Background: an optimization exercise with open tools, aiming at small area. Do not read the settings as production practice. Function was checked by simulation only, so behaviour that the tests miss may differ from the original. No activity file was given, so power comes from the tool's default toggle rates. The clock port is modelled as an ideal driver; clocking choices that lean on that would not hold on a real chip.

### design/flow/config.mk
export PLATFORM = sky130hd
export DESIGN_NAME = coeff_bank
export DESIGN_NICKNAME = coeff_bank
export VERILOG_FILES = /design/flow/design.v
export SDC_FILE = /design/flow/constraint.sdc
export NUM_CORES = 4
export LEC_CHECK = 0
export CAP_MARGIN = 0
export CORE_MARGIN = 2
export CORE_UTILIZATION = 70
export PLACE_DENSITY = 0.8
export SETUP_SLACK_MARGIN = 0.05
export SLEW_MARGIN = 0
export SYNTH_HIERARCHICAL = 1
### design/flow/constraint.sdc
create_clock -name core_clock -period 4.0 [get_ports {clk}]
set_input_delay 0.8000 -clock core_clock [delete_from_list [all_inputs] [get_ports {clk}]]
set_output_delay 0.8000 -clock core_clock [all_outputs]
set_load 0.01 [all_outputs]
### design/flow/design.v
package eq_coeff_pkg;
  localparam int NUM_BANDS       = 8;
  localparam int COEFFS_PER_BAND = 5;
  localparam int COEFF_W         = 16;
  localparam int ADDR_W          = 6;
  localparam int DEPTH           = NUM_BANDS * COEFFS_PER_BAND;
  typedef logic [COEFF_W-1:0] coeff_t;
  typedef logic [ADDR_W-1:0]  addr_t;
  localparam coeff_t UNITY = 16'h4000;
  typedef enum logic [2:0] {
    IDX_B0 = 3'd0,
    IDX_B1 = 3'd1,
    IDX_B2 = 3'd2,
    IDX_A1 = 3'd3,
    IDX_A2 = 3'd4
  } coeff_idx_e;
endpackage
module coeff_slot (
  input  logic   clk,
  input  logic   shadow_en,               
  input  eq_coeff_pkg::coeff_t shadow_d,
  input  logic   swap_en,                 
  output eq_coeff_pkg::coeff_t active
);
  eq_coeff_pkg::coeff_t shadow;
  always_ff @(posedge clk) begin
    if (shadow_en) shadow <= shadow_d;
    if (swap_en)   active <= shadow;
  end
endmodule
module coeff_rd_aoi3 (
  input  logic s0, d0,
  input  logic s1, d1,
  input  logic s2, d2,
  output logic y_n
);
  assign y_n = !((s0 && d0) || (s1 && d1) || (s2 && d2));
endmodule
module coeff_bank (
  input  logic         clk,
  input  logic         rst,
  input  logic         clk_enable,
  input  logic         i_wr_en,
  input  logic [5:0]   i_wr_addr,
  input  logic [15:0]  i_wr_data,
  input  logic         i_coeffs_en,
  input  logic [5:0]   i_rd_addr,
  output logic [15:0]  o_rd_data,
  output logic         o_swap_done,
  output logic         o_dirty,
  output logic [5:0]   o_wr_count,
  output logic         o_addr_err
);
  localparam eq_coeff_pkg::addr_t DEPTH_A   = eq_coeff_pkg::addr_t'(eq_coeff_pkg::DEPTH);
  localparam eq_coeff_pkg::addr_t COUNT_MAX = '1;
  eq_coeff_pkg::coeff_t active [eq_coeff_pkg::DEPTH];
  eq_coeff_pkg::coeff_t rd_mux;
  eq_coeff_pkg::coeff_t d_zero;    
  eq_coeff_pkg::coeff_t d_unity;   
  logic   wr_valid;
  logic   rd_valid;
  logic   wr_ok;
  logic   swap_en;
  logic   active_init;
  assign wr_valid = i_wr_addr < DEPTH_A;
  assign rd_valid = i_rd_addr < DEPTH_A;
  assign wr_ok    = i_wr_en && wr_valid;
  assign swap_en  = rst && clk_enable && i_coeffs_en;
  assign d_zero  = rst ? i_wr_data : '0;
  assign d_unity = rst ? i_wr_data : eq_coeff_pkg::UNITY;
  for (genvar k = 0; k < eq_coeff_pkg::DEPTH; k++) begin : g_slot
    localparam bit IS_B0 = (k % eq_coeff_pkg::COEFFS_PER_BAND) == int'(eq_coeff_pkg::IDX_B0);
    coeff_slot u_slot (
      .clk       (clk),
      .shadow_en (!rst || (clk_enable && wr_ok && (i_wr_addr == eq_coeff_pkg::addr_t'(k)))),
      .shadow_d  (IS_B0 ? d_unity : d_zero),
      .swap_en   (swap_en),
      .active    (active[k])
    );
  end
  localparam int N_AOI3 = eq_coeff_pkg::DEPTH / 3;   
  localparam int N_AOI  = N_AOI3 + 1;                
  logic [eq_coeff_pkg::DEPTH-1:0] rd_sel;
  logic rd_b0;
  logic [N_AOI-1:0] rd_aoi_n [eq_coeff_pkg::COEFF_W];
  eq_coeff_pkg::coeff_t rd_or;
  always_comb begin
    rd_b0 = 1'b0;
    for (int k = 0; k < eq_coeff_pkg::DEPTH; k++) begin
      rd_sel[k] = !active_init && (i_rd_addr == eq_coeff_pkg::addr_t'(k));
      if ((k % eq_coeff_pkg::COEFFS_PER_BAND) == 0 && i_rd_addr == eq_coeff_pkg::addr_t'(k)) rd_b0 = 1'b1;
    end
  end
  for (genvar b = 0; b < eq_coeff_pkg::COEFF_W; b++) begin : g_rd_bit
    for (genvar g = 0; g < N_AOI3; g++) begin : g_aoi3
      coeff_rd_aoi3 u_aoi (
        .s0 (rd_sel[3*g]),   .d0 (active[3*g][b]),
        .s1 (rd_sel[3*g+1]), .d1 (active[3*g+1][b]),
        .s2 (rd_sel[3*g+2]), .d2 (active[3*g+2][b]),
        .y_n(rd_aoi_n[b][g])
      );
    end
    assign rd_aoi_n[b][N_AOI3] = !(rd_sel[eq_coeff_pkg::DEPTH-1] && active[eq_coeff_pkg::DEPTH-1][b]);
    assign rd_or[b] = !(&rd_aoi_n[b]);
  end
  assign rd_mux = active_init ? (rd_b0 ? eq_coeff_pkg::UNITY : '0) : rd_or;
  logic                 st_en;
  logic                 nx_active_init;
  eq_coeff_pkg::coeff_t nx_rd_data;
  logic                 nx_swap_done;
  logic                 nx_dirty;
  eq_coeff_pkg::addr_t  nx_wr_count;
  logic                 nx_addr_err;
  assign st_en = clk_enable || !rst;
  always_comb begin
    nx_active_init = active_init && !i_coeffs_en;
    nx_rd_data     = rd_mux;
    nx_swap_done   = i_coeffs_en;
    nx_addr_err    = o_addr_err || (i_wr_en && !wr_valid) || !rd_valid;
    nx_dirty       = o_dirty;
    nx_wr_count    = o_wr_count;
    if (i_coeffs_en) begin
      nx_dirty    = wr_ok;
      nx_wr_count = wr_ok ? eq_coeff_pkg::addr_t'(1) : '0;
    end else if (wr_ok) begin
      nx_dirty = 1'b1;
      if (o_wr_count != COUNT_MAX) nx_wr_count = o_wr_count + eq_coeff_pkg::addr_t'(1);
    end
  end
  always_ff @(posedge clk) begin
    if (st_en) begin
      active_init <= !rst || nx_active_init;
      o_rd_data   <= rst ? nx_rd_data : '0;
      o_swap_done <= rst && nx_swap_done;
      o_dirty     <= rst && nx_dirty;
      o_wr_count  <= rst ? nx_wr_count : '0;
      o_addr_err  <= rst && nx_addr_err;
    end
  end
endmodule
### design/flow/flow/run.sh
#!/bin/bash
set -o pipefail
export BUFFER_PORTS_ARGS="-buffer_cell sky130_fd_sc_hd__buf_2"
export CTS_ARGS="-sink_clustering_enable -repair_clock_nets -dont_use_dummy_load -buf_list sky130_fd_sc_hd__clkbuf_16 -sink_clustering_size 30 -sink_clustering_max_diameter 70"
bash standard.sh > standard.log 2>&1
### design/flow/standard.sh
#!/bin/bash
# synth_recipe.tcl (not shown) runs the flow's synth.tcl, then flattens the netlist and writes it again
# the make line also repeats each setting of config.mk as NAME=value (left out here)
make -C /OpenROAD-flow-scripts/flow DESIGN_CONFIG=/design/flow/config.mk WORK_HOME=/design/flow/orfs CLKGATE_MAP_FILE= SYNTH_SCRIPT=/design/flow/synth_recipe.tcl "${@:-finish}"
==> results of run 1 <==
-- report_power, final --
part           switching [mW]  total (mW)  internal, mW
sequential              0.212        16.1          15.9
clock                    3.60        5.93          2.34
combinational           0.605       0.739         0.134
total                    4.42        22.8          18.3
-- cell families after synthesis --
logic type,count (synthesis)
flops,1306
compound gates,277
simple gates,230
buf+inv,20
xor+xnor,5
fa+ha+maj,1
-- state kept, by name (all words and copies together) (netlist names) --
| signal | flops |
|---|---|
| o_rd_data | 16 |
| g_slot.u_slot.active | 640 |
| active_init | 1 |
| g_slot.u_slot.shadow | 640 |
| o_wr_count | 6 |
| o_addr_err | 1 |
| o_swap_done | 1 |
| o_dirty | 1 |
-- cell usage after synthesis (10+ instances only) --
cell      number
a21oi_2       10
a222oi_1     208
and2_1        18
clkbuf_1      11
edfxtp_1    1306
nand2_1       44
nand2_2       10
nand2b_1      10
nand3_1       22
nand4_1       32
nor2_1        45
nor4_1        19
o21ai_0       43
-- final cells by class --
cell class	count	area [sq um]
antenna	4	10.01
sequential	1306	39220
inverter	2	7.507
multi-input combinational	513	3849
tap	782	978.4
timing repair buffer	173	1231
clock buffer	52	1301
fill	2999	13990
-- Yosys stat by module, one instance, submodules excluded --
module,cell area (sq um),flops+latches,copies in the design
coeff_bank,2585,26,1
coeff_slot,960.9,32,40
coeff_rd_aoi3,10.01,0,208
-- metrics by stage --
step           worst slack (ps)  cell area (sq um)
3_3_place_gp              401.7              45280
5_1_grt                   404.0              46580
6_report                  570.2              46590
2_1_floorplan             -2036              43140
3_5_place_dp              316.3              45280
4_1_cts                   657.2              46580
-- path summary, 6_finish.rpt --
path / from / to / slack [ps] / cells after the start
hold reg to reg: g_slot[19].u_slot.shadow[6] / g_slot[19].u_slot.active[6] / 370 / 0
hold / removal: g_slot[19].u_slot.shadow[6] / g_slot[19].u_slot.active[6] / 370 / 0
setup reg to reg: active_init / o_rd_data[14] / 570 / 8
setup / recovery: active_init / o_rd_data[14] / 570 / 8
-- per-layer routing --
| metal | vias to the layer above | GRT usage | share of wire |
|---|---|---|---|
| met3 | 192 | 0.09176 | 0.16 |
| met5 | - | 0 | 0.00082 |
| met4 | 12 | 0.09924 | 0.035 |
| met2 | 1787 | 0.4700 | 0.46 |
| li1 | 8320 | - | - |
| met1 | 10240 | 0.4524 | 0.35 |
==> flow_summary.toml, run 1 <==
[finish]
final_core_util = 0.7691
final_common_cell = "edfxtp_1"
drive_above_1_share = 0.1339
instances_no_fill = 2832
final_cell_mix = "edfxtp_1, a222oi_1, buf_4"
syn_to_final_growth_pct = 8.099
nets = 2082

[grt]
track_usage = 0.3115
grt-ovfl-total = 0
antenna_found_initial = 14
grt_pass1_vias = 19590
grt_pass1_wl_microns = 137400
grt_max_degree = 94

[floorplan]
die_area_sq_mm = 0.06358
rows = 90
initial_utilization = 0.7115
io_pins = 58
design.core.area_sq_mm = 0.06058
fp.dieW_microns = 252.1
die_h_microns = 252.1

[logic_synthesis]
synthSimpleGateAreaFrac = 0.02856
netlist_area_sq_mm = 0.04310
synthCells = 1839
synth_mux_area_frac = 0
synth_compound_area_frac = 0.05785
synth-edff-count = 1306
synth-main-ff-cell = "edfxtp_1"
ys_ff_latch = 1306
synth-xor-area-share = 0.001016
synth_cell_types = 41
synth_adder_area_share = 0.0002903
yosysTopAreaCell = "edfxtp_1"
yosys_warnings = 11
yosysTopAreaCellShare = 0.9098
postSynthAreaPerCell_sq_um = 23.44
synth_seq_area_share = 0.9098
synth_top_family_by_area = "compound AO/OA/AOI/OAI gates"
synthArstFlopShare = 0
synth_nets = 1873
synth_area_leaders = "edfxtp_1, a222oi_1, o21ai_0"

[clock_tree]
cts_tree = "done"
clk_latency_ps = 650
cts_setup_buffers = 0
clkSinkCount = 1306
clock_path_buffers = 3
clkTransAtPathRegs_ps = 110
cts_resized = 0
cts_buffers = 52
cts_root_buffer = "clkbuf_16"
htreeDepth = 2
cts_hold_buf = 0

[setup_path]
critical_path_buf_inv_count = 0
startpoint_type = "flop"
critical_path.cell_chain = "nor2_1 > nand2_1 > nor2_1 > a222oi_1 > and4_1 > nand3_1 > a2111o_1 > o311a_1"
crit_top_cell = "nor2_1"
worstPathRequired_ps = 4500
end_kind = "flop"
critPathMaxStageDelay_ps = 1090
path_max_fanout = 16
critical_path_class = "flop to flop"
crit_slowest_cell = "nor2_1"
critical-path-top-delay-family = "simple AND/OR/NAND/NOR gates"
arrival_ps = 3930

[drt]
drc = 0
vias = 20550
antenna_left = 0
drtIter0Drc = 4781
firstDrtPassIters = 10
drt_wl_total_microns = 97050
wl_per_cell_microns = 34.27
avgViaCountPerCell = 7.256

[timing]
setup-violations-final = 0
fmax_ghz = 0.2916
final_hold_viol_count = 0
slew_headroom = 0.09573
finalMaxSlewViolations = 0
fin_skew_ps = 52.98
fin_crit_ps = 3430
setup_tns_ps = 0
rsz0062_at_grt = "false"
worstMarginPinSlew_ps = 1351
final.period_utilization = 0.8574
holdWs_ps = 368.3

[placement]
gp_congestion = 0.9768
io_buffers = 57
placed_cells = 2776
post-dp-hpwl_microns = 59970

[run_status]
outcome = "complete, no violations"

[power_and_ir_drop]
report.power.total_mw = 22.76
irDropWorstVdd_mv = 0.4561
p_leak_nw = 14.87
power.density_mw_per_mm2 = 488.6

[worst_hold_path]
hold_class = "flop to flop"

[flow_run]
max-cap-violations = 0
==> run 2, diff against run 1 <==
==> design/flow/config.mk (replaced) <==
export PLATFORM = sky130hd
export DESIGN_NAME = coeff_bank
export DESIGN_NICKNAME = coeff_bank
export VERILOG_FILES = /design/flow/design.v
export SDC_FILE = /design/flow/constraint.sdc
export NUM_CORES = 4
export LEC_CHECK = 0
export CAP_MARGIN = 10
export CORE_MARGIN = 2
export CORE_UTILIZATION = 75
export PLACE_DENSITY = 0.85
export SETUP_SLACK_MARGIN = 0.05
export SLEW_MARGIN = 10
export SYNTH_HIERARCHICAL = 1
==> run 2 against run 1 <==
  * Still clean
  * Design area is 0.27% lower
  * Setup slack got worse by 240 ps
  * Register-to-register slack worse by 240 ps
==> flow_summary.toml, run 2 <==
[run_status]
outcome = "complete, no violations"

[setup_path]
critical_path_class = "flop to flop"
critical_path_buf_inv_count = 1
critical_path.cell_chain = "nor2_1 > nand2_1 > nor2_2 > buf_4 > a222oi_1 > nand4_1 > nor4_1 > a21oi_2"
critPathMaxStageDelay_ps = 640
worstReg2RegEnd = "o_rd_data[2]"
r2r-start = "active_init"
worstPathRequired_ps = 4360
critical-path-top-delay-family = "simple AND/OR/NAND/NOR gates"
r2r_cells = 8
crit_slowest_cell = "nor4_1"
reg2reg_slack_ps = 330
arrival_ps = 4030
startpoint_type = "flop"
end_kind = "flop"
path_max_fanout = 11

[logic_synthesis]
synth-main-ff-cell = "edfxtp_1"
synth_seq_area_share = 0.9098
ys_ff_latch = 1306
synthCells = 1839
synth_cell_types = 41
post-synth-top-count-cell = "edfxtp_1"
synth-edff-count = 1306
synth_common_cells = "edfxtp_1, a222oi_1, nor2_1"
yosysTopAreaCell = "edfxtp_1"
postSynthAreaPerCell_sq_um = 23.44
synthArstFlopShare = 0
synth_nets = 1873
synth_area_leaders = "edfxtp_1, a222oi_1, o21ai_0"
netlist_area_sq_mm = 0.04310
yosys_warnings = 11
yosysTopAreaCellShare = 0.9098

[drt]
avgViaCountPerCell = 7.585
antenna_left = 0
drt_wl_total_microns = 104500
vias = 21190
wl_per_cell_microns = 37.40
firstDrtPassIters = 9
drtIter0Drc = 4343
drc = 0

[floorplan]
initial_utilization = 0.7615
rows = 87
design.core.area_sq_mm = 0.05660
die_h_microns = 243.7
die_area_sq_mm = 0.05940
io_pins = 58
fp.dieW_microns = 243.7

[placement]
io_buffers = 57
placed_cells = 2736
post-dp-hpwl_microns = 61130
post-place-ws_ps = 255.8
gp_congestion = 1.018
placed_area_sq_mm = 0.04518

[power_and_ir_drop]
irDropWorstVdd_mv = 0.4734
power.density_mw_per_mm2 = 491.2
report.power.total_mw = 22.83
p_leak_nw = 14.80

[clock_tree]
cts_root_buffer = "clkbuf_16"
cts_hold_buf = 0
htreeDepth = 2
clock_path_buffers = 3
cts_tree = "done"
clkSinkCount = 1306
cts_resized = 0
cts_buffers = 51
clk_latency_ps = 650
clkTransAtPathRegs_ps = 110
cts_setup_buffers = 0

[finish]
reg.largest.list = "g_slot.u_slot.active: 640 flops, g_slot.u_slot.shadow: 640 flops, o_rd_data: 16 flops"
final_cell_mix = "edfxtp_1, a222oi_1, buf_4"
fillers = 2460
syn_to_final_growth_pct = 7.811
nets = 2067
instances_no_fill = 2793
drive_above_1_share = 0.1305
final_core_util = 0.8210
final_common_cell = "edfxtp_1"
final_area_sq_mm = 0.04647

[worst_hold_path]
hold_class = "flop to flop"
holdPathStages = 0
hp-start = "g_slot[32].u_slot.shadow[11]"
hold_path_end = "g_slot[32].u_slot.active[11]"

[grt]
grt-ovfl-total = 0
grt_pass1_vias = 20430
grt_pass1_wl_microns = 146300
antenna_found_initial = 8
track_usage = 0.3570
grt_max_degree = 115

[timing]
setup_ws_ps = 329.4
final.period_utilization = 0.9177
setup_tns_ps = 0
slew_headroom = 0.04855
fin_crit_ps = 3671
fmax_ghz = 0.2724
worstMarginPinSlew_ps = 1415
finalMaxSlewViolations = 0
setup-violations-final = 0
fin_skew_ps = 51.61
rsz0062_at_grt = "false"
holdWs_ps = 370.8
final_hold_viol_count = 0

[flow_run]
max-cap-violations = 0
run 2: worst max-delay path by stage:
stage | startpoint | endpoint | slack [ps] | depth (start not counted)
3_5_place_dp | i_rd_addr[4] | o_rd_data[2] | 260 | 9
4_1_cts | active_init | o_rd_data[2] | 590 | 8
3_3_place_gp | i_rd_addr[4] | o_rd_data[14] | 370 | 9
2_1_floorplan | rst | g_slot[0].u_slot.active[0] | -2040 | 3
5_1_grt | active_init | o_rd_data[2] | 350 | 8
6_report | active_init | o_rd_data[2] | 330 | 8
run 2: final cells by class:
type / count / area [sq um] / area share
Clock buffer: 51 / 1276 / 0.02746
Tap cell: 756 / 945.9 / 0.02035
Antenna cell: 6 / 15.01 / 0.0003231
Multi-Input combinational cell: 513 / 3870 / 0.08328
Inverter: 2 / 7.507 / 0.0001615
Timing Repair Buffer: 159 / 1139 / 0.02450
Sequential cell: 1306 / 39220 / 0.8439
run 2: logic make-up (layout without fill, tap and decap cells):
family	Yosys count	count (layout)	share of synthesized area
other	0	6	0
xor gates and xnor gates	5	5	0.001016
AOI/OAI and AO/OA	277	277	0.05785
DFF	1306	1306	0.9098
buffers and inverters	20	212	0.002438
adders and majority gates	1	1	0.0002902
and+or+nand+nor	230	230	0.02856
run 2: metal layers:
metal  vias up  track usage  wire [microns]
li1       8308            -               -
met2      2076       0.5592           49410
met3       336      0.09462           15110
met4        12       0.1736            6370
met1     10450       0.4788           33490
met5         -            0              76
run 2: power by group:
group / switching [mW] / leakage [nW] / internal [mW] / total, mW
clock: 3.65 / 0.629 / 2.30 / 5.95
sequential: 0.238 / 12.3 / 15.9 / 16.1
combinational: 0.624 / 1.83 / 0.130 / 0.755
total: 4.51 / 14.8 / 18.3 / 22.8
run 2: Yosys stat by module, one instance, submodules excluded:
| module | cell area (sq um) | cells inside |
|---|---|---|
| coeff_bank | 2585 | 351 |
| coeff_rd_aoi3 | 10.01 | 1 |
| coeff_slot | 960.9 | 32 |
==> run 3, diff against run 2 <==
==> design/flow/flow/run.sh (replaced) <==
#!/bin/bash
set -o pipefail
export BUFFER_PORTS_ARGS="-buffer_cell sky130_fd_sc_hd__buf_1"
export CTS_ARGS="-sink_clustering_enable -repair_clock_nets -dont_use_dummy_load -buf_list sky130_fd_sc_hd__clkbuf_16 -sink_clustering_size 32 -sink_clustering_max_diameter 75"
bash standard.sh > standard.log 2>&1
==> design/flow/config.mk (replaced) <==
export PLATFORM = sky130hd
export DESIGN_NAME = coeff_bank
export DESIGN_NICKNAME = coeff_bank
export VERILOG_FILES = /design/flow/design.v
export SDC_FILE = /design/flow/constraint.sdc
export NUM_CORES = 4
export LEC_CHECK = 0
export CAP_MARGIN = 0
export CORE_MARGIN = 2
export CORE_UTILIZATION = 70
export PLACE_DENSITY = 0.8
export SETUP_SLACK_MARGIN = 0.05
export SLEW_MARGIN = 0
export SYNTH_HIERARCHICAL = 1
==> run 3 against run 2 <==
  * Total power is 1.3% lower
  * Via count is 2.8% lower
  * Count of clock-buffer cells in the layout is 3 lower
  * Combinational power is 3.2% lower
  * Global-route usage is 4.7 points lower
  * Non-clock buffer count is 12 higher
  * Critical path depth stayed put
==> flow_summary.toml, run 3 <==
[floorplan]
io_pins = 58
die_h_microns = 252.1
initial_utilization = 0.7115
rows = 90
die_area_sq_mm = 0.06358
fp.dieW_microns = 252.1
design.core.area_sq_mm = 0.06058

[timing]
final_hold_viol_count = 0
rsz0062_at_grt = "false"
fin_crit_ps = 3326
final.period_utilization = 0.8315
finalMaxSlewViolations = 0
worstMarginPinSlew_ps = 1296
fmax_ghz = 0.3007
slew_headroom = 0.1326
fin_skew_ps = 54.24
setup_tns_ps = 0
setup-violations-final = 0

[setup_path]
startpoint_type = "flop"
critical_path.cell_chain = "nor2_1 > nand2_1 > nor2_1 > buf_4 > a222oi_1 > nand4_1 > nor4_1 > a21oi_1"
critical-path-top-delay-family = "simple AND/OR/NAND/NOR gates"
arrival_ps = 3760
worstPathRequired_ps = 4430
crit_slowest_cell = "nor2_1"
end_kind = "flop"
critical_path_class = "flop to flop"
critPathMaxStageDelay_ps = 1040
critical_path_buf_inv_count = 1
crit_top_cell = "nor2_1"
path_max_fanout = 12

[drt]
drc = 0
firstDrtPassIters = 10
vias = 20600
antenna_left = 0
drtIter0Drc = 4546
drt_wl_total_microns = 96320
avgViaCountPerCell = 7.291
wl_per_cell_microns = 34.08

[clock_tree]
clock_path_buffers = 3
cts_resized = 0
cts_setup_buffers = 0
clkTransAtPathRegs_ps = 120
cts_hold_buf = 0
cts_buffers = 48
cts_root_buffer = "clkbuf_16"
cts_tree = "done"
clkSinkCount = 1306
clk_latency_ps = 650
htreeDepth = 2

[power_and_ir_drop]
report.power.total_mw = 22.53
switching_share = 0.1930
p_leak_nw = 14.66
p_sw_mw = 4.348
irDropWorstVdd_mv = 0.5966
p_int_mw = 18.18
clkPwrFrac = 0.253
p_seq_frac = 0.714
power.density_mw_per_mm2 = 484.8
comb_power_share = 0.032

[logic_synthesis]
post-synth-top-count-cell = "edfxtp_1"
synth-edff-count = 1306
synth_nets = 1873
postSynthAreaPerCell_sq_um = 23.44
synth_seq_area_share = 0.9098
synth_common_cells = "edfxtp_1, a222oi_1, nor2_1"
yosysTopAreaCell = "edfxtp_1"
yosysTopAreaCellShare = 0.9098
synthArstFlopShare = 0
netlist_area_sq_mm = 0.04310
ys_ff_latch = 1306
synthCells = 1839
synth_area_leaders = "edfxtp_1, a222oi_1, o21ai_0"
synth_cell_types = 41
synth-main-ff-cell = "edfxtp_1"
yosys_warnings = 11

[placement]
io_buffers = 57
post-dp-hpwl_microns = 59920
gp_congestion = 1.019
placed_area_sq_mm = 0.04525

[grt]
grt_max_degree = 130
track_usage = 0.3104
grt_pass1_wl_microns = 137400
grt-ovfl-total = 0
grt_pass1_vias = 19610
antenna_found_initial = 11

[finish]
final_area_sq_mm = 0.04646
drive_above_1_share = 0.1044
regArea_sq_mm = 0.03922
nets = 2076
syn_to_final_growth_pct = 7.791
reg.largest.list = "g_slot.u_slot.active: 640 flops, g_slot.u_slot.shadow: 640 flops, o_rd_data: 16 flops"
multi_input_area_sq_mm = 0.003851
final_common_cell = "edfxtp_1"
final_cell_mix = "edfxtp_1, a222oi_1, buf_4"
fillers = 2981

[flow_run]
max-cap-violations = 0

[worst_hold_path]
hold_class = "flop to flop"

[run_status]
outcome = "complete, no violations"
run 3: metrics by stage:
step / utilization / setup slack, ps / hold slack, ps / instances
2_1_floorplan: - / -2036 / 400.3 / 1839
3_3_place_gp: 0.7469 / 307.4 / 400.1 / 2774
3_5_place_dp: 0.7469 / 130.2 / 404.5 / 2774
4_1_cts: 0.7667 / 782.2 / 370.3 / 2822
5_1_grt: 0.7667 / 620.9 / 379.5 / 2822
6_report: 0.7669 / 673.9 / 368.5 / 2826
run 3: path summary, 6_finish.rpt:
| check | start | end | slack, ps | cells after the start |
|---|---|---|---|---|
| max | active_init | o_rd_data[12] | 670 | 8 |
| min reg2reg | g_slot[29].u_slot.shadow[9] | g_slot[29].u_slot.active[9] | 370 | 0 |
| max reg2reg | active_init | o_rd_data[12] | 670 | 8 |
| min | g_slot[29].u_slot.shadow[9] | g_slot[29].u_slot.active[9] | 370 | 0 |
run 3: metal layers:
metal  routed length [microns]  global-route usage  share of wire  vias to the layer above
met5                       113                   0         0.0012                        -
met1                     33240              0.4517           0.35                    10220
li1                          -                   -              -                     8310
met3                     15040             0.08043           0.16                      245
met2                     43870              0.4689           0.46                     1808
met4                      4047              0.1139          0.042                       16
run 3: power by group through the flow:
stage / Combinational [mW] / Sequential [mW] / Clock, mW
finish: 0.731 / 16.1 / 5.71
global route: 0.765 / 16.1 / 6.13
CTS: 0.720 / 16.1 / 5.75
detailed placement: 0.717 / 16.4 / 0
global placement: 0.687 / 16.3 / 0
floorplan: 0.330 / 16.3 / 0
run 3: cells by family (layout without fill, tap and decap cells):
group,after synthesis,in the layout,share of synthesized area
adders and majority gates,1,1,0.0002902
DFF,1306,1306,0.9098
and+or+nand+nor,230,230,0.02856
other,0,4,0
AOI/OAI and AO/OA,277,277,0.05785
buffers and inverters,20,221,0.002438
xor gates and xnor gates,5,5,0.001016
run 3: modules after synthesis (local to each module, per instance):
module,cells inside,area (sq um),flip-flops and latches
coeff_slot,32,960.9,32
coeff_bank,351,2585,26
coeff_rd_aoi3,1,10.01,0
run 3: layout make-up:
class	instances	area share
flip-flops and latches	1306	0.8441
multi-input cells	513	0.08289
clock buffers	48	0.02585
repair buffers	171	0.02574
well taps	782	0.02106
diodes	4	0.0002154
inverters	2	0.0001616

re-timing with driven ports:
In the flow no input, the clock included, has a driving cell. The finished layouts below were timed again as built, in two steps. Step 1, drivers: a clkbuf_16 drives clk and a buf_2 each remaining input, both assumed. Step 2 times the ports against the registers' clock, not the clock port: input delays grow and output delays shrink by t, the midpoint of the rising clock arrivals with the driver on. a / b / c = no drivers / after step 1 / after step 2; a / b = the first two.
run | t (ns) | setup slack, ns | hold slack, ns | slew at the worst register clock pin (ns)
run 1 | 0.684 | 0.570 / 0.570 / 0.186 | 0.368 / 0.368 / 0.368 | 0.11 / 0.11
run 2 | 0.688 | 0.329 / 0.329 / -0.146 | 0.371 / 0.371 / 0.371 | 0.12 / 0.12
run 3 | 0.688 | 0.674 / 0.649 / -0.038 | 0.369 / 0.369 / 0.369 | 0.12 / 0.12
With both steps, setup timing fails in run 2 and run 3, where it was met with ideal ports. The setup slack of run 3, which loses most, moves by -0.025 ns with the drivers and by -0.712 ns with both steps.
